What follows belongs to an exercise in optimizing a design on an open flow for a short achievable clock period and few clock cycles; a production flow would make more cautious choices. RTL that was checked went through simulation tests only; none was proved equivalent to the original. No functional check of the RTL was part of runs 1 to 5. No activity file was given, so power comes from the tool's default toggle rates.

--- flow/flow/run.sh ---
#!/bin/bash
set -euo pipefail
bash standard.sh SETUP_SLACK_MARGIN=6 TNS_END_PERCENT=100 finish > standard.log 2>&1
--- flow/standard.sh ---
#!/bin/bash
# synth_recipe.tcl (not shown) runs the flow's synth.tcl, then flattens the netlist and writes it again
# the make line also repeats each setting of config.mk as NAME=value (left out here)
make -C /OpenROAD-flow-scripts/flow DESIGN_CONFIG=/design/flow/config.mk WORK_HOME=/design/flow/orfs CLKGATE_MAP_FILE= SYNTH_SCRIPT=/design/flow/synth_recipe.tcl "${@:-finish}"
--- flow/config.mk ---
export PLATFORM = sky130hd
export DESIGN_NAME = mips_core
export DESIGN_NICKNAME = mips_core
export VERILOG_FILES = /design/flow/design.v
export SDC_FILE = /design/flow/constraint.sdc
export NUM_CORES = 4
export LEC_CHECK = 0
export CAP_MARGIN = 20
export CORE_MARGIN = 2
export CORE_UTILIZATION = 60
export SLEW_MARGIN = 20
export SYNTH_HIERARCHICAL = 1
export SYNTH_MINIMUM_KEEP_SIZE = 0
--- flow/constraint.sdc ---
create_clock -name core_clock -period 9.0 [get_ports {clk}]
set_input_delay 1.8000 -clock core_clock [delete_from_list [all_inputs] [get_ports {clk}]]
set_output_delay 1.8000 -clock core_clock [all_outputs]
set_load 0.01 [all_outputs]
--- flow/design.v ---
package mips_isa_pkg;
	localparam int data_w     = 32;
	localparam int reg_addr_w = 5;
	localparam int imm_w      = 16;
	localparam int jidx_w     = 26;   
	localparam logic [data_w-1:0] pc_step  = 32'd4;
	localparam logic [data_w-1:0] reset_pc = 32'h0000_0000;
	typedef enum logic [5:0] {
		RTYPE = 6'b000000,
		J     = 6'b000010,
		BEQ   = 6'b000100,
		BNE   = 6'b000101,
		ADDI  = 6'b001000,
		ADDIU = 6'b001001,
		LW    = 6'b100011,
		SW    = 6'b101011
	} opcode_t;
	typedef enum logic [5:0] {
		ADD  = 6'b100000,
		ADDU = 6'b100001,
		SUB  = 6'b100010,
		SUBU = 6'b100011,
		AND  = 6'b100100,
		OR   = 6'b100101,
		SLT  = 6'b101010
	} funct_t;   
endpackage
package mips_pipe_pkg;
	typedef enum logic [2:0] {
		ALU_ADD,
		ALU_SUB,
		ALU_AND,
		ALU_OR,
		ALU_SLT
	} alu_op_t;
	typedef enum logic [1:0] {
		FWD_NONE,
		FWD_WB,
		FWD_MEM
	} fwd_sel_t;
	typedef struct packed {
		logic    regwrite;
		logic    memtoreg;
		logic    memwrite;
		logic    memread;     
		logic    branch;
		logic    branch_ne;   
		logic    jump;
		logic    alusrc;      
		logic    regdst;      
		alu_op_t alu_op;
	} ctrl_t;
	localparam ctrl_t ctrl_bubble = 12'd0;
endpackage
`timescale 1ns/10ps
module register_file (
	input  logic        clk,
	input  logic [4:0]  rd_addr_a,
	input  logic [4:0]  rd_addr_b,
	output logic [31:0] rd_data_a,
	output logic [31:0] rd_data_b,
	input  logic [4:0]  wr_addr,    
	input  logic [31:0] wr_data
);
	logic [31:0] regs [32];
	always_ff @(posedge clk) begin
		if (wr_addr != 5'd0)
			regs[wr_addr] <= wr_data;
	end
	always_comb begin
		if (rd_addr_a == 5'd0)
			rd_data_a = 32'd0;
		else if (wr_addr == rd_addr_a)
			rd_data_a = wr_data;
		else
			rd_data_a = regs[rd_addr_a];
	end
	always_comb begin
		if (rd_addr_b == 5'd0)
			rd_data_b = 32'd0;
		else if (wr_addr == rd_addr_b)
			rd_data_b = wr_data;
		else
			rd_data_b = regs[rd_addr_b];
	end
endmodule
`timescale 1ns/10ps
module ks_add #(
	parameter int W = 32
) (
	input  logic [W-1:0] a,
	input  logic [W-1:0] b,
	input  logic         cin,
	output logic [W-1:0] s,
	output logic         cout
);
	localparam int L = (W > 16) ? 5 : (W > 8) ? 4 : (W > 4) ? 3 : (W > 2) ? 2 : 1;   
	logic [W-1:0] p;
	logic [W-1:0] g [L+1];
	logic [W-1:0] q [L+1];   
	assign p    = a ^ b;
	assign g[0] = (a & b) | {{(W-1){1'b0}}, p[0] & cin};
	assign q[0] = {p[W-1:1], 1'b0};   
	for (genvar l = 0; l < L; l++) begin : g_lvl
		for (genvar i = 0; i < W; i++) begin : g_bit
			if (i >= (1 << l)) begin : g_op
				assign g[l+1][i] = g[l][i] | (q[l][i] & g[l][i-(1<<l)]);
				assign q[l+1][i] = q[l][i] & q[l][i-(1<<l)];
			end else begin : g_pass
				assign g[l+1][i] = g[l][i];
				assign q[l+1][i] = q[l][i];
			end
		end
	end
	assign s    = p ^ {g[L][W-2:0], cin};
	assign cout = g[L][W-1];
endmodule
`timescale 1ns/10ps
module mips_core (
	input  logic        clk,
	input  logic        rst,
	output logic [31:0] pc,
	input  logic [31:0] instr,
	output logic        memwrite,
	output logic [31:0] memaddr,
	output logic [31:0] memwritedata,
	input  logic [31:0] memreaddata
);
	logic        ex_br;         
	logic        ex_nk;         
	logic        ex_pred;
	logic [31:0] ex_pc4;        
	logic [15:0] ex_off;        
	logic        ex_load;
	logic        ex_store;
	logic [4:0]  ex_dst;
	logic        ex_sub;        
	logic        ex_op_and;
	logic        ex_op_or;
	logic        ex_op_slt;
	logic        ex_op_add;     
	logic [31:0] ex_a;          
	logic [31:0] ex_b;          
	logic [31:0] ex_bn;         
	logic [31:0] ex_imm;
	logic        ex_alusrc;
	logic [31:0] ex_sd;         
	logic        ex_sa_mem, ex_sb_mem, ex_ss_mem;   
	logic        ex_kill;       
	logic [31:0] mem_res;
	logic [31:0] mem_res_n;     
	logic [31:0] mem_sd;
	logic        mem_store;
	logic        mem_load;
	logic [4:0]  mem_dst;
	logic [31:0] wb_val;
	logic [4:0]  wb_dst;
	logic        stall;
	logic        mispredict;
	logic [31:0] pc4;
	logic [5:0]  f_op;
	logic        f_j;
	logic        f_br;
	logic        f_bpred;
	logic [7:0]  f_lo;
	logic        f_c;
	logic        f_short;       
	logic        f_take;        
	logic [31:0] f_jtarget;
	logic [21:0] pc_hi_inc;
	logic [21:0] pc_hi_dec;
	logic        f_use_bt;
	logic [31:0] f_other;
	logic [31:0] f_next;
	assign f_op = instr[31:26];
	assign f_j  = f_op == 6'b000010;
	assign f_br = f_op[5:1] == 5'b00010;
	assign f_bpred = (instr[25:21] == instr[20:16]) ? !f_op[0] : (instr[15] || f_op[0]);
	ks_add #(.W(30)) f_inc (
		.a    (pc[31:2]),
		.b    (30'd0),
		.cin  (1'b1),
		.s    (pc4[31:2]),
		.cout ()
	);
	assign pc4[1:0] = pc[1:0];
	ks_add #(.W(8)) f_add (
		.a    (pc[9:2]),
		.b    (instr[7:0]),
		.cin  (1'b1),
		.s    (f_lo),
		.cout (f_c)
	);
	ks_add #(.W(22)) f_hinc (
		.a    (pc[31:10]),
		.b    (22'd0),
		.cin  (1'b1),
		.s    (pc_hi_inc),
		.cout ()
	);
	ks_add #(.W(22)) f_dec (
		.a    (pc[31:10]),
		.b    (22'h3fffff),
		.cin  (1'b0),
		.s    (pc_hi_dec),
		.cout ()
	);
	assign f_short = (instr[15:7] == 9'h000) || (instr[15:7] == 9'h1ff);
	assign f_take  = f_bpred && f_short;
	assign f_jtarget = {pc4[31:28], instr[25:0], 2'b00};
	always_comb begin
		if (stall)
			f_other = pc;
		else if (f_j)
			f_other = f_jtarget;
		else
			f_other = pc4;
	end
	assign f_use_bt = !stall && !f_j && f_br && f_take;
	logic [21:0] f_next_hi1, f_next_hi0;
	assign f_next_hi1 = f_use_bt ? (instr[7] ? pc[31:10] : pc_hi_inc) : f_other[31:10];
	assign f_next_hi0 = f_use_bt ? (instr[7] ? pc_hi_dec : pc[31:10]) : f_other[31:10];
	assign f_next     = {f_c ? f_next_hi1 : f_next_hi0,
	                     f_use_bt ? f_lo : f_other[9:2], pc[1:0]};
	always_ff @(posedge clk) begin
		if (rst)
			pc <= 32'd0;
		else
			pc <= mispredict ? x_alt : f_next;
	end
	logic [5:0]  d_op;
	logic [5:0]  d_fn;
	logic [4:0]  d_rs, d_rt, d_rd;
	logic        d_rtype, d_addi, d_load, d_store, d_br;
	logic        d_fadd, d_fsub, d_fand, d_for, d_fslt;
	logic [4:0]  d_dst;
	logic        d_use_rs, d_use_rt;
	logic [31:0] d_ra, d_rb;
	assign d_op = instr[31:26];
	assign d_fn = instr[5:0];
	assign d_rs = instr[25:21];
	assign d_rt = instr[20:16];
	assign d_rd = instr[15:11];
	assign d_rtype = d_op == 6'b000000;
	assign d_addi  = d_op[5:1] == 5'b00100;
	assign d_load  = d_op == 6'b100011;
	assign d_store = d_op == 6'b101011;
	assign d_br    = d_op[5:1] == 5'b00010;
	assign d_fadd  = d_rtype && d_fn[5:1] == 5'b10000;
	assign d_fsub  = d_rtype && d_fn[5:1] == 5'b10001;
	assign d_fand  = d_rtype && d_fn == 6'b100100;
	assign d_for   = d_rtype && d_fn == 6'b100101;
	assign d_fslt  = d_rtype && d_fn == 6'b101010;
	always_comb begin
		if (d_fadd || d_fsub || d_fand || d_for || d_fslt)
			d_dst = d_rd;
		else if (d_addi || d_load)
			d_dst = d_rt;
		else
			d_dst = 5'd0;
	end
	assign d_use_rs = d_rtype || d_addi || d_load || d_store || d_br;
	assign d_use_rt = d_rtype || d_store || d_br;
	assign stall = ex_load && !ex_kill && ex_dst != 5'd0 &&
		((d_use_rs && ex_dst == d_rs) || (d_use_rt && ex_dst == d_rt));
	register_file rf0 (
		.clk       (clk),
		.rd_addr_a (d_rs),
		.rd_addr_b (d_rt),
		.rd_data_a (d_ra),
		.rd_data_b (d_rb),
		.wr_addr   (wb_dst),
		.wr_data   (wb_val)
	);
	always_ff @(posedge clk) begin
		if (rst || stall) begin
			ex_br    <= 1'b0;
			ex_load  <= 1'b0;
			ex_store <= 1'b0;
			ex_dst   <= 5'd0;
		end else begin
			ex_br    <= d_br;
			ex_load  <= d_load;
			ex_store <= d_store;
			ex_dst   <= d_dst;
		end
	end
	always_ff @(posedge clk) begin
		if (rst)
			ex_kill <= 1'b0;
		else
			ex_kill <= mispredict;
	end
	logic        d_sub, d_alusrc;
	logic        d_fa_mem, d_fa_wb, d_fb_mem, d_fb_wb;
	logic [31:0] d_wb_next, d_a, d_b;
	assign d_sub     = d_fsub || d_fslt;
	assign d_alusrc  = !d_rtype && !d_br;
	assign d_fa_mem  = d_rs != 5'd0 && !ex_kill && ex_dst == d_rs;
	assign d_fa_wb   = d_rs != 5'd0 && mem_dst == d_rs;
	assign d_fb_mem  = d_rt != 5'd0 && !ex_kill && ex_dst == d_rt;
	assign d_fb_wb   = d_rt != 5'd0 && mem_dst == d_rt;
	assign d_wb_next = mem_load ? memreaddata : mem_res;
	assign d_a       = d_fa_wb ? d_wb_next : d_ra;
	assign d_b       = d_fb_wb ? d_wb_next : d_rb;
	always_ff @(posedge clk) begin
		ex_nk     <= d_op[0] ^ f_take;
		ex_pred   <= f_take;
		ex_pc4    <= pc4;
		ex_off    <= instr[15:0];
		ex_sub    <= d_sub;
		ex_op_and <= d_fand;
		ex_op_or  <= d_for;
		ex_op_slt <= d_fslt;
		ex_op_add <= !(d_fand || d_for || d_fslt);
		ex_a      <= d_a;
		ex_b      <= d_b;
		ex_bn     <= ~d_b;
		ex_imm    <= {{16{instr[15]}}, instr[15:0]};
		ex_alusrc <= d_alusrc;
		ex_sd     <= d_b;
		ex_sa_mem <= d_fa_mem;
		ex_sb_mem <= !d_alusrc && d_fb_mem;
		ex_ss_mem <= d_fb_mem;
	end
	logic [31:0] x_a, x_b, x_sd, x_sum, x_other, x_res, x_mem_b, x_b_reg;
	logic        x_cout, x_slt;
	assign x_mem_b = ex_sub ? mem_res_n : mem_res;
	assign x_a     = ex_sa_mem ? mem_res : ex_a;
	assign x_b_reg = ex_alusrc ? ex_imm : ex_sub ? ex_bn : ex_b;
	assign x_b     = ex_sb_mem ? x_mem_b : x_b_reg;
	assign x_sd    = ex_ss_mem ? mem_res : ex_sd;
	ks_add #(.W(32)) x_add (
		.a    (x_a),
		.b    (x_b),
		.cin  (ex_sub),
		.s    (x_sum),
		.cout (x_cout)
	);
	assign x_slt = x_a[31] ^ x_b[31] ^ x_cout;
	assign x_other = ({32{ex_op_and}} & (x_a & x_b)) | ({32{ex_op_or}} & (x_a | x_b)) |
	                 {31'd0, ex_op_slt & x_slt};
	assign x_res   = ex_op_add ? x_sum : x_other;
	logic [31:0] x_btarget, x_alt;
	ks_add #(.W(30)) x_badd (
		.a    (ex_pc4[31:2]),
		.b    ({{14{ex_off[15]}}, ex_off}),
		.cin  (1'b0),
		.s    (x_btarget[31:2]),
		.cout ()
	);
	assign x_btarget[1:0] = ex_pc4[1:0];
	assign x_alt          = ex_pred ? ex_pc4 : x_btarget;
	assign mispredict = ex_br && !ex_kill && ((x_a == x_b) != ex_nk);
	always_ff @(posedge clk) begin
		if (rst) begin
			mem_store <= 1'b0;
			mem_load  <= 1'b0;
			mem_dst   <= 5'd0;
		end else begin
			mem_store <= ex_store && !ex_kill;
			mem_load  <= ex_load && !ex_kill;
			mem_dst   <= ex_kill ? 5'd0 : ex_dst;
		end
	end
	always_ff @(posedge clk) begin
		mem_res   <= x_res;
		mem_res_n <= ~x_res;
		mem_sd    <= x_sd;
	end
	assign memwrite     = mem_store;
	assign memaddr      = mem_res;
	assign memwritedata = mem_sd;
	always_ff @(posedge clk) begin
		if (rst)
			wb_dst <= 5'd0;
		else
			wb_dst <= mem_dst;
	end
	always_ff @(posedge clk) begin
		wb_val <= mem_load ? memreaddata : mem_res;
	end
endmodule
==> results.toml, run 1 <==
[synth]
avgSynthCellArea_sq_um = 13.9
syn_inst = 5054
syn_area_sq_mm = 0.0702
ys_warn_count = 20

[pwr]
clockPowerShare_pct = 28.7
leakage_nw = 32.8
p_int_mw = 14.3
p_sw_mw = 7.11
pwr-share-comb_pct = 30.5
p_total_mw = 21.4
switching_share_pct = 33.1
power_frac_seq_pct = 40.8
cellPowerDensity_mw_per_mm2 = 242
peakVddDrop_v = 0.000198

[min_path]
hp-class = "reg -> reg"

[finish]
stdcell_area_sq_mm = 0.0886
fin_nets = 5979
area_delta_synth_final_pct = 26.3
drive_gt1_share_pct = 35.6

[clock_tree]
tritoncts = "yes"
cts_buffers = 145
max-clock-path-buffers = 3
h-tree-depth = 4
cts_sinks = 1360
insertion_delay_ns = 0.80
cts.clk_slew.worst_paths_ns = 0.06
cts_hold_buffers = 0
cts-root-buf = "clkbuf_16"

[route]
ant_nets = 0
num_vias = 52700
dr.pass1.iters = 9
wl_per_cell_um = 35.8
drtIter0Drc = 8559
drc = 0
wl_mm = 263
vias_per_cell = 7.18

[worst_setup_path]
critPathRequiredTime_ns = 9.67
endpoint_kind = "flip-flop"
crit_type = "reg -> reg"
crit_arrival_ns = 4.44
start_kind = "flip-flop"
crit_fanout = 7

[floorplanning]
core_sq_mm = 0.116
die_w_um = 346
die_area_sq_mm = 0.120
ioPinCount = 163
num_rows = 125
start_util_pct = 60.5
chipHeight_um = 346

[sta]
post-route-period-util_pct = 41.9
worst_pin_slew_ns = 1.16
post-route-min-period_ns = 3.77
setup_viol = 0
skew_ns = 0.0388
max_slew_margin_pct = 22.6
grt_setup_unrepaired = "true"
slew_violations = 0
hold_viol_final = 0
fmax_mhz = 265
tns_ns = 0

[global_route]
gr-total-overflow = 0
grt_pass1_wl_mm = 363
grt_start_max_net_pins = 65
track_usage_pct = 42.6
antenna_found_initial = 8
grt_pass1_vias = 50500

[placement]
io_buffer_count = 162
dpl.hpwl_mm = 142
dpl-instance-area_sq_mm = 0.0744
gp_congestion = 0.917

[job]
drv_cap = 0

[outcome]
status = "timing/DRC/antenna clean"
worst max-delay path, cell delays in order (launching register included):
cell,delay (ns)
dfxtp_4,0.43
buf_6,0.16
buf_6,0.13
mux2i_4,0.26
nor2_2,0.07
a211oi_2,0.20
a21o_1,0.19
ha_4,0.23
nor4_4,0.33
nand4_1,0.21
nor2_4,0.20
mux2i_4,0.16
buf_12,0.18
or4_4,0.60
a32o_1,0.26
placed cells by master (no fill, tap or decap), types with 114 or more instances in the layout:
cell type / instances
nor2_1: 165
nand2_1: 213
inv_1: 217
mux2i_1: 366
buf_6: 145
dfxtp_1: 229
a21oi_1: 174
mux4_2: 441
clkbuf_16: 159
edfxtp_1: 1024
buf_4: 291
conb_1: 114
ha_1: 180
registers in the layout (all words and copies together), names as in the netlist, 16 cells and up:
name / count
ex_pc4: 32
ex_bn: 32
rf0.regs: 1024
ex_a: 32
wb_val: 32
mem_res: 32
mem_sd: 32
ex_off: 16
mem_res_n: 32
pc: 32
ex_sd: 32
final timing paths:
path,from,to,slack [ns],depth (start not counted)
hold reg to reg,ex_store,mem_store,0.43,1
setup reg to reg,ex_sub,pc[15],5.23,14
setup / recovery,ex_sub,pc[15],5.23,14
hold / removal,ex_store,mem_store,0.43,1
per-stage QoR:
stage	std cells	util [%]	hold slack [ns]	setup WS [ns]
after floorplan	5165	-	0.351	5.11
after global placement	6629	64.1	0.365	3.33
after detailed placement	6633	64.2	0.364	3.56
after CTS	7264	74.7	0.431	5.33
after global routing	7340	76.3	0.469	5.18
final	7344	76.3	0.431	5.23
power by group through the flow:
| stage | clock network [mW] | registers [mW] | logic [mW] |
|---|---|---|---|
| 6_report | 6.15 | 8.75 | 6.55 |
| 5_1_grt | 6.39 | 8.79 | 6.94 |
| 4_1_cts | 6.13 | 8.70 | 6.15 |
| 3_5_place_dp | 0 | 8.83 | 5.18 |
| 3_3_place_gp | 0 | 8.82 | 5.14 |
| 2_1_floorplan | 0 | 8.72 | 3.36 |
per-layer routing:
metal	global-route usage (%)	vias up	part of all wire, %
met5	0	-	0.049
met4	24.4	12	7.0
met3	11.6	971	13
met2	64.4	4313	44
met1	56.1	26200	35
li1	-	21200	-
final cells by class:
class	instances	area, sq um
repair buffers	713	9530
diodes	4	10.0
inverters	228	872
fillers	7037	27400
flip-flops and latches	1360	37800
clock inverters	72	870
multi-input cells	3251	33700
clock buffers	192	3980
well taps	1524	1910
repair_timing:
action / 4_1_cts / 5_1_grt
gates cloned: 87 / 14
setup endpoints to repair: 381 / 324
buffers inserted: 280 / 62
pin swaps: 153 / 124
gates resized for setup: 1217 / 276
==> run 2, diff against run 1 <==
--- a/flow/design.v
+++ b/flow/design.v
@@ -142,10 +142,9 @@
 	logic [31:0] ex_a;          
 	logic [31:0] ex_b;          
 	logic [31:0] ex_bn;         
-	logic [31:0] ex_imm;
-	logic        ex_alusrc;
+	logic        ex_sb_mp, ex_sb_mn, ex_sb_rp, ex_sb_rn;
 	logic [31:0] ex_sd;         
-	logic        ex_sa_mem, ex_sb_mem, ex_ss_mem;   
+	logic        ex_sa_mem, ex_ss_mem;   
 	logic        ex_kill;       
 	logic [31:0] mem_res;
 	logic [31:0] mem_res_n;     
@@ -208,15 +207,8 @@
 	assign f_short = (instr[15:7] == 9'h000) || (instr[15:7] == 9'h1ff);
 	assign f_take  = f_bpred && f_short;
 	assign f_jtarget = {pc4[31:28], instr[25:0], 2'b00};
-	always_comb begin
-		if (stall)
-			f_other = pc;
-		else if (f_j)
-			f_other = f_jtarget;
-		else
-			f_other = pc4;
-	end
-	assign f_use_bt = !stall && !f_j && f_br && f_take;
+	assign f_other  = f_j ? f_jtarget : pc4;
+	assign f_use_bt = !f_j && f_br && f_take;
 	logic [21:0] f_next_hi1, f_next_hi0;
 	assign f_next_hi1 = f_use_bt ? (instr[7] ? pc[31:10] : pc_hi_inc) : f_other[31:10];
 	assign f_next_hi0 = f_use_bt ? (instr[7] ? pc_hi_dec : pc[31:10]) : f_other[31:10];
@@ -225,7 +217,7 @@
 	always_ff @(posedge clk) begin
 		if (rst)
 			pc <= 32'd0;
-		else
+		else if (!stall)
 			pc <= mispredict ? x_alt : f_next;
 	end
 	logic [5:0]  d_op;
@@ -314,21 +306,21 @@
 		ex_op_slt <= d_fslt;
 		ex_op_add <= !(d_fand || d_for || d_fslt);
 		ex_a      <= d_a;
-		ex_b      <= d_b;
+		ex_b      <= d_alusrc ? {{16{instr[15]}}, instr[15:0]} : d_b;
 		ex_bn     <= ~d_b;
-		ex_imm    <= {{16{instr[15]}}, instr[15:0]};
-		ex_alusrc <= d_alusrc;
+		ex_sb_mp  <= !d_alusrc && !d_sub && d_fb_mem;
+		ex_sb_mn  <= !d_alusrc && d_sub && d_fb_mem;
+		ex_sb_rp  <= d_alusrc || (!d_sub && !d_fb_mem);
+		ex_sb_rn  <= !d_alusrc && d_sub && !d_fb_mem;
 		ex_sd     <= d_b;
 		ex_sa_mem <= d_fa_mem;
-		ex_sb_mem <= !d_alusrc && d_fb_mem;
 		ex_ss_mem <= d_fb_mem;
 	end
-	logic [31:0] x_a, x_b, x_sd, x_sum, x_other, x_res, x_mem_b, x_b_reg;
+	logic [31:0] x_a, x_b, x_sd, x_sum, x_other, x_res;
 	logic        x_cout, x_slt;
-	assign x_mem_b = ex_sub ? mem_res_n : mem_res;
 	assign x_a     = ex_sa_mem ? mem_res : ex_a;
-	assign x_b_reg = ex_alusrc ? ex_imm : ex_sub ? ex_bn : ex_b;
-	assign x_b     = ex_sb_mem ? x_mem_b : x_b_reg;
+	assign x_b     = ({32{ex_sb_mp}} & mem_res) | ({32{ex_sb_mn}} & mem_res_n) |
+	                 ({32{ex_sb_rp}} & ex_b) | ({32{ex_sb_rn}} & ex_bn);
 	assign x_sd    = ex_ss_mem ? mem_res : ex_sd;
 	ks_add #(.W(32)) x_add (
 		.a    (x_a),
@@ -351,7 +343,7 @@
 	);
 	assign x_btarget[1:0] = ex_pc4[1:0];
 	assign x_alt          = ex_pred ? ex_pc4 : x_btarget;
-	assign mispredict = ex_br && !ex_kill && ((x_a == x_b) != ex_nk);
+	assign mispredict = ex_br && !ex_kill && ((x_a == x_sd) != ex_nk);
 	always_ff @(posedge clk) begin
 		if (rst) begin
 			mem_store <= 1'b0;
--- a/flow/config.mk
+++ b/flow/config.mk
@@ -9,5 +9,3 @@
 export CORE_MARGIN = 2
 export CORE_UTILIZATION = 60
 export SLEW_MARGIN = 20
-export SYNTH_HIERARCHICAL = 1
-export SYNTH_MINIMUM_KEEP_SIZE = 0
==> run 2 against run 1 <==
Net effect:
- still clean
- combinational power down 39%
- clock power is essentially flat
- hold slack better by 0.026 ns
- sequential power barely moved
- die area is 2.4% lower
- utilization rose by 4.8 points
- register-to-register slack improved by 0.04 ns
- worst setup slack worse by 0.22 ns
- first-iteration DRC count increased by 11%
- non-clock buffer count rose by 214
- global-route usage is 3.3 points higher
- largest power group unchanged
==> results.toml, run 2 <==
[synth]
ys_top_cells_by_count = "edfxtp_1, dfxtp_1, mux4_2"
synth_area_leader_cell = "edfxtp_1"
synth_edf_count = 1024
synth_area_leaders = "edfxtp_1, mux4_2, dfxtp_1"
avgSynthCellArea_sq_um = 13.2
yosysMostFrequentCell = "edfxtp_1"
ys_warn_count = 14
synth_seq_cells = 1394
ys_seq_area_share_pct = 55.7
ys.flop_type = "edfxtp_1"
syn_inst = 5178
ys_types = 80
synth_top_cell_area_share_pct = 44.9
syn_area_sq_mm = 0.0685
synthArstFlopShare_pct = 0

[worst_setup_path]
crit_path_top_delay_cell = "or3_4"
start_kind = "primary input"
endpoint_kind = "flip-flop"
regToRegSetupSlack_ns = 5.27
crit_arrival_ns = 4.63
reg2reg_depth = 15
reg2reg_from = "ex_sa_mem"
crit_family = "simple AND/OR/NAND/NOR gates"
critPathRequiredTime_ns = 9.64
path_cells = "dlygate4sd2_1 > ha_2 > nor2b_1 > or3_4 > and2_4 > or3_4 > o31a_1 > xnor2_1 > a211oi_1 > o31a_1 > o32ai_1"
crit_type = "in -> reg"
crit_buf_inv = 1
r2r-end = "pc[26]"
crit_fanout = 5
slowest_delay_ns = 0.44

[sta]
tns_ns = 0
max_slew_margin_pct = 18.5
fmax_mhz = 251
setup_viol = 0
post-route-period-util_pct = 44.3
grt_setup_unrepaired = "true"
slew_violations = 0
skew_ns = 0.0319
post-route-min-period_ns = 3.99
hold_viol_final = 0
worst_pin_slew_ns = 1.22

[global_route]
antenna_found_initial = 4
track_usage_pct = 46.0
grt_pass1_vias = 52300
gr-total-overflow = 0
grt_pass1_wl_mm = 379
grt_use_met1_pct = 58.0
top_usage_layer = "met2"
grtUsageMet2_pct = 67.8
grt_start_max_net_pins = 72
grt_util_met3_pct = 14.9

[finish]
final_cell_mix = "edfxtp_1, mux4_2, buf_4"
fin_nets = 6091
largest_reg_flops = 1024
regMostFlops = "rf0.regs"
nFillCells = 5981
fin_util_pct = 81.1
final_common_cell = "edfxtp_1"
area_delta_synth_final_pct = 33.7
drive_gt1_share_pct = 39.4
stdcell_area_sq_mm = 0.0915

[route]
vias_per_cell = 7.37
drtIter0Drc = 9461
drc = 0
num_vias = 55600
wl_per_cell_um = 37.2
wl_mm = 281
ant_nets = 0
dr.pass1.iters = 8

[clock_tree]
insertion_delay_ns = 0.81
cts-root-buf = "clkbuf_16"
cts_buffers = 148
max-clock-path-buffers = 3
tritoncts = "yes"
cts_hold_buffers = 0
cts.clk_slew.worst_paths_ns = 0.06
cts_sinks = 1394
h-tree-depth = 4

[min_path]
min_from = "pc[0]"
holdPathStages = 1
min_to = "ex_pc4[0]"
hp-class = "reg -> reg"

[pwr]
leakage_nw = 33.9
p_int_mw = 13.2
p_sw_mw = 5.71
p_total_mw = 18.9
cellPowerDensity_mw_per_mm2 = 207
peakVddDrop_v = 0.000204
switching_share_pct = 30.1
pwr-share-comb_pct = 21.2
power_frac_seq_pct = 46.3
clockPowerShare_pct = 32.6

[placement]
dpl.hpwl_mm = 130
io_buffer_count = 162
dpl-instance-area_sq_mm = 0.0726
gp_congestion = 0.911

[floorplanning]
chipHeight_um = 342
die_area_sq_mm = 0.117
num_rows = 123
start_util_pct = 60.7
ioPinCount = 163
core_sq_mm = 0.113
die_w_um = 342

[job]
drv_cap = 0

[outcome]
status = "timing/DRC/antenna clean"
-- run 2: logic make-up (layout without fill, tap and decap cells) --
group                      Yosys count  after routing  synth area share (%)
other                                1             35               0.00548
muxes                              833            833                  19.1
and+or+nand+nor                    789            793                  5.34
AOI/OAI and AO/OA                 1237           1238                  12.0
xor gates and xnor gates           167            167                  2.14
buffers and inverters              649           1472                  3.67
adders and majority gates          108            108                  2.02
DFF                               1394           1394                  55.7
-- run 2: stage by stage --
stage | cells | worst slack [ns] | hold slack, ns
3_3_place_gp | 6603 | 3.43 | 0.357
6_report | 7540 | 5.01 | 0.457
5_1_grt | 7537 | 4.93 | 0.482
3_5_place_dp | 6604 | 3.36 | 0.362
4_1_cts | 7388 | 5.09 | 0.460
2_1_floorplan | 5209 | 4.44 | 0.393
-- run 2: metal layers --
metal / vias up / wire [um]
met1: 27300 / 92300
met3: 1403 / 42400
met5: - / 8
li1: 21700 / -
met4: 2 / 24900
met2: 5160 / 121000
-- run 2: how the worst max path moves through the flow --
stage                  start  endpoint  slack (ns)  cells past startpoint
floorplan           instr[0]    pc[17]        4.44                     16
global placement    instr[0]    pc[17]        3.43                     14
CTS                 instr[0]    pc[24]        5.09                     15
finish              instr[5]    pc[24]        5.01                     11
detailed placement  instr[0]    pc[17]        3.36                     14
global route        instr[1]    pc[24]        4.93                     12
-- run 2: cell type report --
| cell class | instances | area (sq um) | share of cell area [%] |
|---|---|---|---|
| flip-flops and latches | 1394 | 38400 | 42.0 |
| inverters | 273 | 1060 | 1.15 |
| repair buffers | 927 | 12600 | 13.8 |
| repair inverters | 2 | 28.8 | 0.0314 |
| clock inverters | 88 | 785 | 0.857 |
| multi-input cells | 3171 | 32700 | 35.7 |
| clock buffers | 182 | 4000 | 4.37 |
| well taps | 1500 | 1880 | 2.05 |
| diodes | 3 | 7.51 | 0.00820 |
-- run 2: power by group through the flow --
stage	clock network, mW	registers [mW]	logic [mW]
after floorplan	0	8.64	1.51
after global placement	0	8.84	2.53
after detailed placement	0	8.85	2.59
after CTS	6.12	8.68	3.56
after global routing	6.40	8.78	4.13
final	6.17	8.77	4.01
-- run 2: repair_timing --
action                                   CTS  global route
endpoints found under the setup margin   331           317
resized for setup                       1466           394
hold endpoints to repair                   0             0
pin swaps                                246           223
cloned                                   120            10
buffers inserted                         394           139
==> run 3, diff against run 2 <==
--- a/flow/config.mk
+++ b/flow/config.mk
@@ -9,3 +9,5 @@
 export CORE_MARGIN = 2
 export CORE_UTILIZATION = 60
 export SLEW_MARGIN = 20
+export SYNTH_HIERARCHICAL = 1
+export SYNTH_MINIMUM_KEEP_SIZE = 0
==> run 3 against run 2 <==
Net effect:
- critical path depth up 5
- cell count shrank 0.93%
- combinational power up 63%
- worst setup slack better by 0.25 ns
- synthesized cell count decreased by 0.14%
- synthesized area up 3.6%
- still clean on timing, DRC and antenna
- largest cell class unchanged
- register-to-register slack hardly changed
- non-clock buffer count down 212
- via count decreased by 1.6%
- count of clock-buffer cells in the layout grew 22
==> results.toml, run 3 <==
[outcome]
status = "timing/DRC/antenna clean"

[clock_tree]
cts_hold_buffers = 0
cts-root-buf = "clkbuf_16"
tritoncts = "yes"
cts.clk_slew.worst_paths_ns = 0.06
h-tree-depth = 4
insertion_delay_ns = 0.82
max-clock-path-buffers = 3
cts_sinks = 1394
cts_buffers = 148

[worst_setup_path]
crit_path_top_delay_cell = "fa_2"
crit_family = "compound AO/OA/AOI/OAI gates"
crit_type = "reg -> reg"
crit_buf_inv = 1
endpoint_kind = "flip-flop"
path_cells = "buf_12 > a22oi_2 > nand2_2 > fa_2 > fa_2 > a21o_1 > a311oi_2 > nor3_2 > o2111ai_2 > and3_4 > o21a_1 > a21oi_2 > xor2_1 > a21oi_2 > nand3_1 > o21a_1"
critPathRequiredTime_ns = 9.68
crit_arrival_ns = 4.42
start_kind = "flip-flop"
slowest_delay_ns = 0.38
crit_fanout = 7

[placement]
gp_congestion = 0.937
dpl.hpwl_mm = 147
io_buffer_count = 162

[floorplanning]
core_sq_mm = 0.118
die_area_sq_mm = 0.121
ioPinCount = 163
die_w_um = 348
num_rows = 126
chipHeight_um = 348
start_util_pct = 60.3

[global_route]
antenna_found_initial = 11
track_usage_pct = 44.7
gr-total-overflow = 0
grt_pass1_wl_mm = 381
grt_pass1_vias = 51500
grt_start_max_net_pins = 65

[sta]
slew_violations = 0
skew_ns = 0.0482
worst_pin_slew_ns = 1.22
post-route-min-period_ns = 3.74
setup_viol = 0
hold_viol_final = 0
grt_setup_unrepaired = "true"
post-route-period-util_pct = 41.6
tns_ns = 0
max_slew_margin_pct = 16.5
fmax_mhz = 267

[route]
wl_per_cell_um = 37.0
wl_mm = 277
dr.pass1.iters = 8
drc = 0
drtIter0Drc = 9110
num_vias = 54700
ant_nets = 0
vias_per_cell = 7.32

[pwr]
peakVddDrop_v = 0.000208
leakage_nw = 32.7
cellPowerDensity_mw_per_mm2 = 245

[synth]
avgSynthCellArea_sq_um = 13.7
syn_area_sq_mm = 0.0709
ys_warn_count = 20
syn_inst = 5171

[finish]
fin_util_pct = 75.8
final_cell_mix = "edfxtp_1, mux4_2, nand2_1"
area_delta_synth_final_pct = 25.7
drive_gt1_share_pct = 34.8
largest_reg_flops = 1024
fin_nets = 6029
regMostFlops = "rf0.regs"
final_common_cell = "edfxtp_1"

[job]
drv_cap = 0

[min_path]
hp-class = "reg -> reg"
## run 3: cell types whose count changed in the layout (fill, tap and decap cells not counted), moves of 59 or more
| cell | change |
|---|---|
| a21oi_2 | -69 |
| buf_6 | -61 |
| buf_4 | -59 |
| mux4_2 | +88 |
| nand2_1 | +108 |
| mux2i_1 | -66 |
| conb_1 | +82 |
## run 3: stage by stage
| step | power [mW] | hold WS (ns) | instances | cell area (sq um) | worst slack, ns |
|---|---|---|---|---|---|
| global route | 22.5 | 0.457 | 7464 | 89100 | 5.22 |
| global placement | 14.3 | 0.359 | 6748 | 74900 | 3.60 |
| finish | 21.9 | 0.437 | 7470 | 89200 | 5.26 |
| detailed placement | 14.4 | 0.367 | 6748 | 74900 | 3.59 |
| CTS | 21.4 | 0.438 | 7373 | 87300 | 5.29 |
| floorplan | 12.4 | 0.352 | 5282 | 72600 | 5.17 |
## run 3: cell type report
class | count | area (sq um)
Antenna cell | 6 | 15.0
Clock buffer | 204 | 4110
Clock inverter | 63 | 707
Fill cell | 7116 | 28400
Inverter | 216 | 821
Multi-Input combinational cell | 3336 | 33500
Sequential cell | 1394 | 38500
Tap cell | 1536 | 1920
Timing Repair Buffer | 715 | 9590
## run 3: where the power goes
part	leakage (nW)	total (mW)	switching, mW	internal (mW)
Sequential	12.4	9.21	1.02	8.18
Combinational	18.0	6.52	3.62	2.90
Clock	2.35	6.16	2.67	3.48
## run 3: path summary, 6_finish.rpt
kind	startpoint	to	slack, ns	cells past startpoint
worst min register to register	ex_store	mem_store	0.44	1
worst max register to register	ex_sb_rp	mem_res[0]	5.26	16
worst min-delay path	ex_store	mem_store	0.44	1
worst max-delay path	ex_sb_rp	mem_res[0]	5.26	16
## run 3: per-layer routing
layer | wire (um) | up-vias | GRT usage (%)
li1 | - | 21800 | -
met1 | 93600 | 27000 | 57.4
met2 | 121000 | 4719 | 65.8
met3 | 40900 | 1174 | 14.7
met4 | 21000 | 10 | 27.9
met5 | 185 | - | 0
## run 3: what timing repair did
action                                   CTS  global route
buffers inserted                         268            79
pin swaps                                147           146
gates resized for setup                 1263           230
endpoints found under the setup margin   474           425
cloned                                    90            12
==> run 4, diff against run 3 <==
--- a/flow/design.v
+++ b/flow/design.v
@@ -115,6 +115,54 @@
 	assign s    = p ^ {g[L][W-2:0], cin};
 	assign cout = g[L][W-1];
 endmodule
+module mux2v #(
+	parameter int W = 32
+) (
+	input  logic         s,
+	input  logic [W-1:0] a,
+	input  logic [W-1:0] b,
+	output logic [W-1:0] y
+);
+	assign y = s ? a : b;
+endmodule
+module mux4h #(
+	parameter int W = 32
+) (
+	input  logic [3:0]   s,
+	input  logic [W-1:0] d0,
+	input  logic [W-1:0] d1,
+	input  logic [W-1:0] d2,
+	input  logic [W-1:0] d3,
+	output logic [W-1:0] y
+);
+	assign y = ({W{s[0]}} & d0) | ({W{s[1]}} & d1) | ({W{s[2]}} & d2) | ({W{s[3]}} & d3);
+endmodule
+module eq_cmp #(
+	parameter int W = 32
+) (
+	input  logic [W-1:0] a,
+	input  logic [W-1:0] b,
+	output logic         eq
+);
+	assign eq = a == b;
+endmodule
+module alu_res (
+	input  logic        op_add,
+	input  logic        op_and,
+	input  logic        op_or,
+	input  logic        op_slt,
+	input  logic [31:0] sum,
+	input  logic        slt,
+	input  logic [31:0] a,
+	input  logic [31:0] b,
+	output logic [31:0] res,
+	output logic [31:0] res_n
+);
+	logic [31:0] other;
+	assign other = ({32{op_and}} & (a & b)) | ({32{op_or}} & (a | b)) | {31'd0, op_slt & slt};
+	assign res   = op_add ? sum : other;
+	assign res_n = ~res;
+endmodule
 `timescale 1ns/10ps
 module mips_core (
 	input  logic        clk,
@@ -209,16 +257,28 @@
 	assign f_jtarget = {pc4[31:28], instr[25:0], 2'b00};
 	assign f_other  = f_j ? f_jtarget : pc4;
 	assign f_use_bt = !f_j && f_br && f_take;
-	logic [21:0] f_next_hi1, f_next_hi0;
+	logic [21:0] f_next_hi1, f_next_hi0, f_next_hi;
+	logic [31:0] pc_d;
 	assign f_next_hi1 = f_use_bt ? (instr[7] ? pc[31:10] : pc_hi_inc) : f_other[31:10];
 	assign f_next_hi0 = f_use_bt ? (instr[7] ? pc_hi_dec : pc[31:10]) : f_other[31:10];
-	assign f_next     = {f_c ? f_next_hi1 : f_next_hi0,
-	                     f_use_bt ? f_lo : f_other[9:2], pc[1:0]};
+	mux2v #(.W(22)) f_hsel (
+		.s (f_c),
+		.a (f_next_hi1),
+		.b (f_next_hi0),
+		.y (f_next_hi)
+	);
+	assign f_next = {f_next_hi, f_use_bt ? f_lo : f_other[9:2], pc[1:0]};
+	mux2v #(.W(32)) f_msel (
+		.s (mispredict),
+		.a (x_alt),
+		.b (f_next),
+		.y (pc_d)
+	);
 	always_ff @(posedge clk) begin
 		if (rst)
 			pc <= 32'd0;
 		else if (!stall)
-			pc <= mispredict ? x_alt : f_next;
+			pc <= pc_d;
 	end
 	logic [5:0]  d_op;
 	logic [5:0]  d_fn;
@@ -316,12 +376,30 @@
 		ex_sa_mem <= d_fa_mem;
 		ex_ss_mem <= d_fb_mem;
 	end
-	logic [31:0] x_a, x_b, x_sd, x_sum, x_other, x_res;
+	logic [31:0] x_a, x_b, x_sd, x_sum, x_res;
 	logic        x_cout, x_slt;
-	assign x_a     = ex_sa_mem ? mem_res : ex_a;
-	assign x_b     = ({32{ex_sb_mp}} & mem_res) | ({32{ex_sb_mn}} & mem_res_n) |
-	                 ({32{ex_sb_rp}} & ex_b) | ({32{ex_sb_rn}} & ex_bn);
-	assign x_sd    = ex_ss_mem ? mem_res : ex_sd;
+	logic [31:0] x_res_n;
+	logic        x_eq;
+	mux2v #(.W(32)) x_amux (
+		.s (ex_sa_mem),
+		.a (mem_res),
+		.b (ex_a),
+		.y (x_a)
+	);
+	mux4h #(.W(32)) x_bmux (
+		.s  ({ex_sb_rn, ex_sb_rp, ex_sb_mn, ex_sb_mp}),
+		.d0 (mem_res),
+		.d1 (mem_res_n),
+		.d2 (ex_b),
+		.d3 (ex_bn),
+		.y  (x_b)
+	);
+	mux2v #(.W(32)) x_sdmux (
+		.s (ex_ss_mem),
+		.a (mem_res),
+		.b (ex_sd),
+		.y (x_sd)
+	);
 	ks_add #(.W(32)) x_add (
 		.a    (x_a),
 		.b    (x_b),
@@ -330,9 +408,18 @@
 		.cout (x_cout)
 	);
 	assign x_slt = x_a[31] ^ x_b[31] ^ x_cout;
-	assign x_other = ({32{ex_op_and}} & (x_a & x_b)) | ({32{ex_op_or}} & (x_a | x_b)) |
-	                 {31'd0, ex_op_slt & x_slt};
-	assign x_res   = ex_op_add ? x_sum : x_other;
+	alu_res x_rmux (
+		.op_add (ex_op_add),
+		.op_and (ex_op_and),
+		.op_or  (ex_op_or),
+		.op_slt (ex_op_slt),
+		.sum    (x_sum),
+		.slt    (x_slt),
+		.a      (x_a),
+		.b      (x_b),
+		.res    (x_res),
+		.res_n  (x_res_n)
+	);
 	logic [31:0] x_btarget, x_alt;
 	ks_add #(.W(30)) x_badd (
 		.a    (ex_pc4[31:2]),
@@ -343,7 +430,12 @@
 	);
 	assign x_btarget[1:0] = ex_pc4[1:0];
 	assign x_alt          = ex_pred ? ex_pc4 : x_btarget;
-	assign mispredict = ex_br && !ex_kill && ((x_a == x_sd) != ex_nk);
+	eq_cmp #(.W(32)) x_cmp (
+		.a  (x_a),
+		.b  (x_sd),
+		.eq (x_eq)
+	);
+	assign mispredict = ex_br && !ex_kill && (x_eq != ex_nk);
 	always_ff @(posedge clk) begin
 		if (rst) begin
 			mem_store <= 1'b0;
@@ -357,7 +449,7 @@
 	end
 	always_ff @(posedge clk) begin
 		mem_res   <= x_res;
-		mem_res_n <= ~x_res;
+		mem_res_n <= x_res_n;
 		mem_sd    <= x_sd;
 	end
 	assign memwrite     = mem_store;
==> run 4 against run 3 <==
Net effect:
- the layout now fails its checks (max-capacitance violations, max-slew violations)
- hold slack lost 0.0058 ns
- utilization up 1.2 points
- sequential share of layout area decreased by 0.80 points
- synthesized cell count decreased by 3.6%
- design area up 1.9%
- die area rose by 0.55%
- non-clock buffer count rose by 51
- clock skew is 0.0070 ns higher
- clock power is 4.2% higher
==> results.toml, run 4 <==
[worst_setup_path]
crit_fanout = 6
crit_type = "reg -> reg"
start_kind = "flip-flop"
endpoint_kind = "flip-flop"
critPathRequiredTime_ns = 9.68
r2r-end = "mem_res_n[0]"
regToRegSetupSlack_ns = 4.87
reg2reg_depth = 17
crit_arrival_ns = 4.81
reg2reg_from = "ex_sb_rn"

[floorplanning]
start_util_pct = 60.5
ioPinCount = 163
core_sq_mm = 0.118
die_area_sq_mm = 0.122
num_rows = 126
chipHeight_um = 349
die_w_um = 349

[placement]
dpl.hpwl_mm = 147
gp_congestion = 0.926
io_buffer_count = 162
place_ws_ns = 3.63
dp_cells = 6584

[finish]
final_cell_mix = "edfxtp_1, mux4_2, buf_4"
fin_nets = 5908
layout.cells.non_filler = 7359
area_delta_synth_final_pct = 27.4
regMostFlops = "rf0.regs"
final_common_cell = "edfxtp_1"
largest_reg_flops = 1024
drive_gt1_share_pct = 39.1

[sta]
setup_viol = 0
worst_slack_ns = 4.87
fin_hold_ws_ns = 0.431
post-route-period-util_pct = 45.8
skew_ns = 0.0552
grt_setup_unrepaired = "true"
slew_violations = 1
tns_ns = 0
max_slew_margin_pct = -2.38
worst_pin_slew_ns = 1.49
hold_viol_final = 0
post-route-min-period_ns = 4.13
fmax_mhz = 242

[global_route]
gr-total-overflow = 0
top_usage_layer = "met2"
antenna_found_initial = 22
grt_pass1_vias = 51300
grt_start_max_net_pins = 96
grt_use_met1_pct = 55.2
grtUsageMet2_pct = 66.5
grt_pass1_wl_mm = 381
track_usage_pct = 45.0
grt_util_met3_pct = 17.2

[clock_tree]
cts-root-buf = "clkbuf_16"
cts.clk_slew.worst_paths_ns = 0.06
tritoncts = "yes"
cts_sinks = 1394
cts_hold_buffers = 0
insertion_delay_ns = 0.82
cts_buffers = 149
h-tree-depth = 4
max-clock-path-buffers = 3

[route]
drc = 0
vias_per_cell = 7.38
num_vias = 54300
ant_nets = 0
wl_mm = 281
dr.pass1.iters = 14
wl_per_cell_um = 38.2
drtIter0Drc = 9221

[min_path]
min_to = "mem_store"
hp-class = "reg -> reg"
min_from = "ex_store"
holdPathStages = 1

[pwr]
cellPowerDensity_mw_per_mm2 = 248
leakage_nw = 33.5
p_total_mw = 22.5
peakVddDrop_v = 0.000218

[job]
drv_cap = 1

[outcome]
status = "failed layout checks"
violatedChecks = "max-capacitance violations, max-slew violations"

[synth]
ys_warn_count = 20
syn_inst = 4986
avgSynthCellArea_sq_um = 14.3
syn_area_sq_mm = 0.0713
-- run 4: layout make-up --
| class | instances | area (sq um) |
|---|---|---|
| multi-input cells | 3291 | 34800 |
| flip-flops and latches | 1394 | 38500 |
| inverters | 90 | 344 |
| diodes | 8 | 20.0 |
| fillers | 6913 | 27100 |
| well taps | 1536 | 1920 |
| clock inverters | 84 | 980 |
| repair buffers | 766 | 10300 |
| clock buffers | 190 | 4040 |
-- run 4: worst max-delay path: stages, from the launching register on --
cell	delay [ns]
dfxtp_4	0.35
buf_12	0.13
buf_4	0.14
a22oi_2	0.34
nand2_1	0.17
ha_1	0.41
a211oi_1	0.37
o21bai_2	0.15
a211oi_4	0.28
nor4_4	0.08
o31ai_2	0.30
a31oi_2	0.17
a221o_1	0.36
xnor2_2	0.16
xnor2_2	0.28
a21oi_2	0.10
nand3_1	0.14
o21ai_1	0.07
-- run 4: per-layer routing --
metal	vias up	part of all wire, %
met4	34	8.3
met1	26800	33
met5	-	0.16
met3	1319	15
met2	4830	43
li1	21300	-
-- run 4: what timing repair did --
item / in CTS / in global routing
buffers inserted: 294 / 89
pin swaps: 150 / 165
gates resized for setup: 1310 / 260
cloned: 95 / 15
endpoints found under the setup margin: 471 / 471
-- run 4: how the worst max path moves through the flow --
stage | from | to
after detailed placement | instr[0] | pc[22]
after global placement | instr[18] | ex_b[3]
final | ex_sb_rn | mem_res_n[0]
after floorplan | instr[21] | pc[28]
after CTS | ex_sb_rp | mem_res_n[0]
after global routing | ex_sb_rn | mem_res_n[0]
-- run 4: report_power, final --
group | switching [mW] | internal [mW]
clock | 2.69 | 3.73
sequential | 0.919 | 8.18
combinational | 3.78 | 3.23
total | 7.38 | 15.1
-- run 4: metrics by stage --
| stage | util, % | cell area, sq um |
|---|---|---|
| 2_1_floorplan | - | 72900 |
| 3_3_place_gp | 63.7 | 75100 |
| 3_5_place_dp | 63.7 | 75100 |
| 4_1_cts | 75.0 | 88500 |
| 5_1_grt | 77.0 | 90800 |
| 6_report | 77.0 | 90800 |
==> run 5, diff against run 4 <==
--- a/flow/design.v
+++ b/flow/design.v
@@ -98,23 +98,72 @@
 	logic [W-1:0] p;
 	logic [W-1:0] g [L+1];
 	logic [W-1:0] q [L+1];   
-	assign p    = a ^ b;
-	assign g[0] = (a & b) | {{(W-1){1'b0}}, p[0] & cin};
+	ks_p #(.W(W)) u_p (
+		.a (a),
+		.b (b),
+		.p (p)
+	);
+	ks_g #(.W(W)) u_g (
+		.a   (a),
+		.b   (b),
+		.cin (cin),
+		.g   (g[0])
+	);
 	assign q[0] = {p[W-1:1], 1'b0};   
 	for (genvar l = 0; l < L; l++) begin : g_lvl
-		for (genvar i = 0; i < W; i++) begin : g_bit
-			if (i >= (1 << l)) begin : g_op
-				assign g[l+1][i] = g[l][i] | (q[l][i] & g[l][i-(1<<l)]);
-				assign q[l+1][i] = q[l][i] & q[l][i-(1<<l)];
-			end else begin : g_pass
-				assign g[l+1][i] = g[l][i];
-				assign q[l+1][i] = q[l][i];
-			end
-		end
+		ks_lvl #(.W(W), .D(1 << l)) u_lvl (
+			.gi (g[l]),
+			.qi (q[l]),
+			.go (g[l+1]),
+			.qo (q[l+1])
+		);
 	end
-	assign s    = p ^ {g[L][W-2:0], cin};
+	ks_p #(.W(W)) u_s (
+		.a (p),
+		.b ({g[L][W-2:0], cin}),
+		.p (s)
+	);
 	assign cout = g[L][W-1];
 endmodule
+module ks_p #(
+	parameter int W = 32
+) (
+	input  logic [W-1:0] a,
+	input  logic [W-1:0] b,
+	output logic [W-1:0] p
+);
+	assign p = a ^ b;
+endmodule
+module ks_g #(
+	parameter int W = 32
+) (
+	input  logic [W-1:0] a,
+	input  logic [W-1:0] b,
+	input  logic         cin,
+	output logic [W-1:0] g
+);
+	assign g[W-1:1] = a[W-1:1] & b[W-1:1];
+	assign g[0]     = (a[0] & b[0]) | (a[0] & cin) | (b[0] & cin);
+endmodule
+module ks_lvl #(
+	parameter int W = 32,
+	parameter int D = 1
+) (
+	input  logic [W-1:0] gi,
+	input  logic [W-1:0] qi,
+	output logic [W-1:0] go,
+	output logic [W-1:0] qo
+);
+	for (genvar i = 0; i < W; i++) begin : g_bit
+		if (i >= D) begin : g_op
+			assign go[i] = gi[i] | (qi[i] & gi[i-D]);
+			assign qo[i] = qi[i] & qi[i-D];
+		end else begin : g_pass
+			assign go[i] = gi[i];
+			assign qo[i] = qi[i];
+		end
+	end
+endmodule
 module mux2v #(
 	parameter int W = 32
 ) (
@@ -222,7 +271,7 @@
 	assign f_op = instr[31:26];
 	assign f_j  = f_op == 6'b000010;
 	assign f_br = f_op[5:1] == 5'b00010;
-	assign f_bpred = (instr[25:21] == instr[20:16]) ? !f_op[0] : (instr[15] || f_op[0]);
+	assign f_bpred = instr[15] || f_op[0];
 	ks_add #(.W(30)) f_inc (
 		.a    (pc[31:2]),
 		.b    (30'd0),
==> run 5 against run 4 <==
Net effect:
- the run now finishes clean
- sequential power shrank 2.4%
- design area rose by 4.8%
- utilization down 0.24 points
- fmax up 16%
- critical path depth grew 1
- combinational power up 18%
- global-route usage grew 0.99 points
- cell count is 10% higher
- worst setup slack better by 0.58 ns
- clock skew increased by 0.046 ns
- synthesized cell count up 13%
==> results.toml, run 5 <==
[floorplanning]
ioPinCount = 163
die_w_um = 358
die_area_sq_mm = 0.128
start_util_pct = 60.6
num_rows = 129
core_sq_mm = 0.124
chipHeight_um = 358

[finish]
drive_gt1_share_pct = 35.4
ff_latch_area_sq_mm = 0.0384
fin_nets = 6417
nFillCells = 7306
fin_util_pct = 76.8
regMostFlops = "rf0.regs"
multi_input_area_sq_mm = 0.0377
layout.cells.non_filler = 8120
final_common_cell = "edfxtp_1"
largest_reg_flops = 1024
area_delta_synth_final_pct = 26.7
final_cell_mix = "edfxtp_1, and2_1, a21o_1"

[worst_setup_path]
crit_buf_inv = 8
path_cells = "buf_8 > buf_12 > buf_6 > buf_8 > nand2_1 > nor3_2 > a21oi_2 > nor2_4 > buf_6 > buf_6 > buf_12 > buf_16 > nor2_2 > a21oi_1 > mux2_4 > mux2_4 > nand2b_1 > mux2i_1"
crit_family = "buffers and inverters"
regToRegSetupSlack_ns = 5.52
reg2reg_depth = 15
start_kind = "primary input"
crit_type = "in -> reg"
endpoint_kind = "flip-flop"
cp_common_cell = "buf_6"
critPathRequiredTime_ns = 9.66
slowest_delay_ns = 0.28
crit_path_top_delay_cell = "mux2_4"
crit_arrival_ns = 4.21
r2r-end = "pc[23]"
crit_fanout = 8
reg2reg_from = "pc[22]"

[global_route]
grt_start_max_net_pins = 96
grt_pass1_wl_mm = 410
gr-total-overflow = 0
antenna_found_initial = 18
grt_pass1_vias = 55000
track_usage_pct = 46.0

[placement]
dpl.hpwl_mm = 160
gp_congestion = 0.968
dp_cells = 7262
io_buffer_count = 162

[clock_tree]
h-tree-depth = 4
cts_hold_buffers = 0
cts_buffers = 149
insertion_delay_ns = 0.85
cts_sinks = 1394
tritoncts = "yes"
cts.clk_slew.worst_paths_ns = 0.06
max-clock-path-buffers = 3
cts-root-buf = "clkbuf_16"

[route]
drt-met1-wl_mm = 103
dr_wl_met2_mm = 132
drtIter0Drc = 9545
dr.pass1.iters = 6
wl_met3_mm = 43.9
highest_layer = "met5"
vias_per_cell = 7.10
ant_nets = 0
drc = 0
num_vias = 57600
wl_per_cell_um = 37.8
wl_mm = 307

[min_path]
min_to = "mem_sd[3]"
holdPathStages = 1
min_from = "ex_sd[3]"
hp-class = "reg -> reg"

[sta]
setup_viol = 0
max_slew_margin_pct = 17.3
post-route-period-util_pct = 39.4
fmax_mhz = 282
worst_pin_slew_ns = 1.21
skew_ns = 0.101
slew_violations = 0
tns_ns = 0
post-route-min-period_ns = 3.54
grt_setup_unrepaired = "true"
hold_viol_final = 0

[job]
drv_cap = 0

[synth]
syn_area_sq_mm = 0.0751
ys_warn_count = 24
syn_inst = 5630
avgSynthCellArea_sq_um = 13.3

[pwr]
leakage_nw = 38.5
peakVddDrop_v = 0.000228
cellPowerDensity_mw_per_mm2 = 248

[outcome]
status = "timing/DRC/antenna clean"
run 5: final cells by class:
type,instances,share of cell area (%)
Sequential cell,1394,40.4
Multi-Input combinational cell,3889,39.6
Timing Repair Buffer,862,12.3
Clock buffer,185,4.18
Tap cell,1637,2.15
Clock inverter,88,1.15
Inverter,55,0.234
Antenna cell,10,0.0263
run 5: how the worst max path moves through the flow:
| stage | startpoint | to | slack (ns) | depth (start not counted) |
|---|---|---|---|---|
| after detailed placement | instr[16] | ex_b[8] | 3.61 | 9 |
| after global routing | instr[7] | pc[21] | 5.40 | 18 |
| after floorplan | instr[10] | pc[22] | 5.19 | 11 |
| after CTS | instr[7] | pc[21] | 5.58 | 18 |
| final | instr[7] | pc[21] | 5.46 | 18 |
| after global placement | instr[20] | ex_b[15] | 3.36 | 7 |
run 5: per-layer routing:
metal,vias to the layer above,global-route usage (%)
met5,-,0.667
met4,20,34.3
met3,1437,15.5
met2,4940,67.3
met1,28500,56.8
li1,22800,-
run 5: where the power goes:
group          switching [mW]  internal [mW]  total [mW]
sequential              0.690           8.19        8.88
combinational            4.77           3.51        8.28
clock                    2.78           3.67        6.45
run 5: through the flow:
step	power, mW	hold slack (ns)	instance area, sq um	setup WS, ns
2_1_floorplan	13.3	0.364	76700	5.19
3_3_place_gp	15.4	0.375	78100	3.36
3_5_place_dp	15.4	0.381	78100	3.61
4_1_cts	22.8	0.475	92500	5.58
5_1_grt	24.2	0.469	95200	5.40
6_report	23.6	0.450	95200	5.46
run 5: timing repair:
action                                  4_1_cts  5_1_grt
endpoints found under the setup margin      295      295
resized for setup                          1369      228
buffers inserted                            315      134
endpoints found under the hold margin         0        0
pin swaps                                   177      161
cloned                                      105       21
==> run 6, diff against run 5 <==
--- a/flow/design.v
+++ b/flow/design.v
@@ -271,7 +271,7 @@
 	assign f_op = instr[31:26];
 	assign f_j  = f_op == 6'b000010;
 	assign f_br = f_op[5:1] == 5'b00010;
-	assign f_bpred = instr[15] || f_op[0];
+	assign f_bpred = (instr[25:21] == instr[20:16]) ? !f_op[0] : (instr[15] || f_op[0]);
 	ks_add #(.W(30)) f_inc (
 		.a    (pc[31:2]),
 		.b    (30'd0),
==> run 6 against run 5 <==
Net effect:
- non-clock buffer count is 78 lower
- wire length decreased by 0.62%
- worst setup slack got worse by 0.061 ns
- combinational power shrank 7.4%
- critical path type unchanged
==> results.toml, run 6 <==
[outcome]
status = "timing/DRC/antenna clean"

[finish]
regMostFlops = "rf0.regs"
stdcell_area_sq_mm = 0.0946
final_cell_mix = "edfxtp_1, and2_1, a21o_1"
final_common_cell = "edfxtp_1"
area_delta_synth_final_pct = 25.7
largest_reg_flops = 1024
fin_nets = 6368
drive_gt1_share_pct = 33.8
nFillCells = 7429

[sta]
post-route-period-util_pct = 40.1
hold_viol_final = 0
worst_pin_slew_ns = 1.30
max_slew_margin_pct = 11.7
tns_ns = 0
slew_violations = 0
setup_viol = 0
fmax_mhz = 277
post-route-min-period_ns = 3.61
skew_ns = 0.0628
grt_setup_unrepaired = "true"

[worst_setup_path]
crit_type = "in -> reg"
crit_buf_inv = 5
crit_path_top_delay_cell = "mux4_2"
crit_fanout = 7
path_cells = "buf_16 > buf_6 > buf_12 > buf_12 > buf_16 > mux4_2 > a2111oi_4 > a21oi_4 > a22o_4 > mux2i_4 > o21ai_1"
slowest_delay_ns = 0.54
crit_family = "compound AO/OA/AOI/OAI gates"
critPathRequiredTime_ns = 9.66
start_kind = "primary input"
regToRegSetupSlack_ns = 5.68
endpoint_kind = "flip-flop"
crit_arrival_ns = 4.27

[placement]
io_buffer_count = 162
gp_congestion = 0.969
dpl-instance-area_sq_mm = 0.0781
dpl.hpwl_mm = 160

[pwr]
power_frac_seq_pct = 39.5
cellPowerDensity_mw_per_mm2 = 244
peakVddDrop_v = 0.000252
p_sw_mw = 7.95
p_int_mw = 15.1
clockPowerShare_pct = 27.2
switching_share_pct = 34.5
leakage_nw = 38.3
pwr-share-comb_pct = 33.3

[clock_tree]
cts_hold_buffers = 0
tritoncts = "yes"
cts-root-buf = "clkbuf_16"
h-tree-depth = 4
cts.clk_slew.worst_paths_ns = 0.06
max-clock-path-buffers = 3
insertion_delay_ns = 0.83
cts_buffers = 150
cts_sinks = 1394

[route]
drc = 0
dr.pass1.iters = 8
wl_per_cell_um = 37.8
wl_mm = 305
ant_nets = 0
num_vias = 57900
vias_per_cell = 7.17
drtIter0Drc = 10100

[synth]
syn_area_sq_mm = 0.0752
ys_warn_count = 24
syn_inst = 5663
avgSynthCellArea_sq_um = 13.3

[floorplanning]
num_rows = 129
ioPinCount = 163
chipHeight_um = 358
start_util_pct = 60.6
die_w_um = 358
die_area_sq_mm = 0.128
core_sq_mm = 0.124

[global_route]
gr-total-overflow = 0
track_usage_pct = 45.7
grt_use_met1_pct = 55.7
grt_start_max_net_pins = 96
grt_util_met3_pct = 16.6
top_usage_layer = "met2"
grt_pass1_vias = 54500
grt_pass1_wl_mm = 408
antenna_found_initial = 19
grtUsageMet2_pct = 68.0

[min_path]
hp-class = "reg -> reg"

[job]
drv_cap = 0
## run 6: final cells by class
| type | count | area (sq um) | area share (%) |
|---|---|---|---|
| sequential | 1394 | 38500 | 40.7 |
| multi-input combinational | 3914 | 37700 | 39.8 |
| timing repair buffer | 784 | 11200 | 11.9 |
| clock buffer | 204 | 4120 | 4.36 |
| tap | 1637 | 2050 | 2.17 |
| clock inverter | 68 | 782 | 0.827 |
| inverter | 57 | 233 | 0.246 |
| antenna | 8 | 20.0 | 0.0212 |
| timing repair inverter | 1 | 8.76 | 0.00926 |
## run 6: path summary, 6_finish.rpt
path | cells after the start | to | start
setup / recovery | 11 | ex_b[6] | instr[16]
hold / removal | 1 | mem_load | ex_load
setup reg to reg | 16 | pc[26] | pc[25]
hold reg to reg | 1 | mem_load | ex_load
## run 6: metal layers
layer	part of all wire, %	vias up
met4	9.3	20
li1	-	22700
met2	43	5217
met3	15	1596
met5	0.086	-
met1	33	28400
## run 6: worst register-to-register path, cell delays in order (launching register included)
cell and delay (ns):
dfxtp_2 0.33, buf_8 0.11, buf_4 0.24, xor2_1 0.36, and2_1 0.24, and2_1 0.20, and2_1 0.16, and2_1 0.13
a21o_1 0.17, xor2_1 0.41, nand2_1 0.10, nand3b_1 0.13, a21boi_1 0.17, mux2_2 0.16, mux2_4 0.13, nand2b_1 0.05
mux2i_1 0.17
## run 6: per-stage QoR
step	utilization, %	cells	setup WS, ns	power, mW	hold slack, ns
global route	76.2	8061	5.38	23.6	0.468
detailed placement	63.0	7279	3.35	15.3	0.380
CTS	73.8	7932	5.48	22.3	0.442
finish	76.2	8067	5.39	23.0	0.440
floorplan	-	5847	5.17	13.3	0.364
global placement	62.9	7278	3.43	15.3	0.382
## run 6: power by group through the flow
stage	sequential (mW)	clock, mW	combinational (mW)
global placement	9.30	0	5.98
floorplan	8.94	0	4.34
finish	9.10	6.27	7.67
global route	9.13	6.50	7.99
CTS	9.03	6.21	7.11
detailed placement	9.33	0	6.00
## run 6: timing repair
action | 4_1_cts | 5_1_grt
cloned | 109 | 26
buffers inserted | 272 | 101
pin swaps | 142 | 171
endpoints found under the setup margin | 345 | 294
resized for setup | 1336 | 321
Testbench counts of run 6, summed over its fixed seeds: cycles 26,129.

## afterwards: timing with drivers on the ports
The flow's constraints put no driver on any port. The routed layouts listed below were extracted and timed again, unchanged, in two steps. Step 1: set_driving_cell puts a clkbuf_16 on clk and a buf_2 on each other input, an assumption about the parent block. Step 2 adds t to the input delays and takes it off the output delays; t is the mean of the earliest and latest rising clock arrival at the registers after step 1. Input paths then give back, and output paths get back, about the clock's delay inside the block. Three values: no drivers, after step 1, after step 2; two values: the first two.
run	t, ns	slack for setup (ns)	worst setup path after step 2	worst register clock-pin slew, ns
run 1	0.864	5.232 / 5.232 / 4.408	input to register	0.07 / 0.07
run 2	0.868	5.010 / 5.047 / 4.179	input to register	0.07 / 0.07
run 3	0.885	5.259 / 5.259 / 4.451	input to register	0.07 / 0.07
run 4	0.873	4.874 / 4.874 / 4.427	input to register	0.07 / 0.07
run 5	0.875	5.455 / 5.048 / 4.173	input to register	0.07 / 0.07
run 6	0.875	5.394 / 4.918 / 4.043	input to register	0.07 / 0.07
For run 6, which loses most, drivers alone change the setup slack by -0.476 ns; drivers and shift together by -1.351 ns.
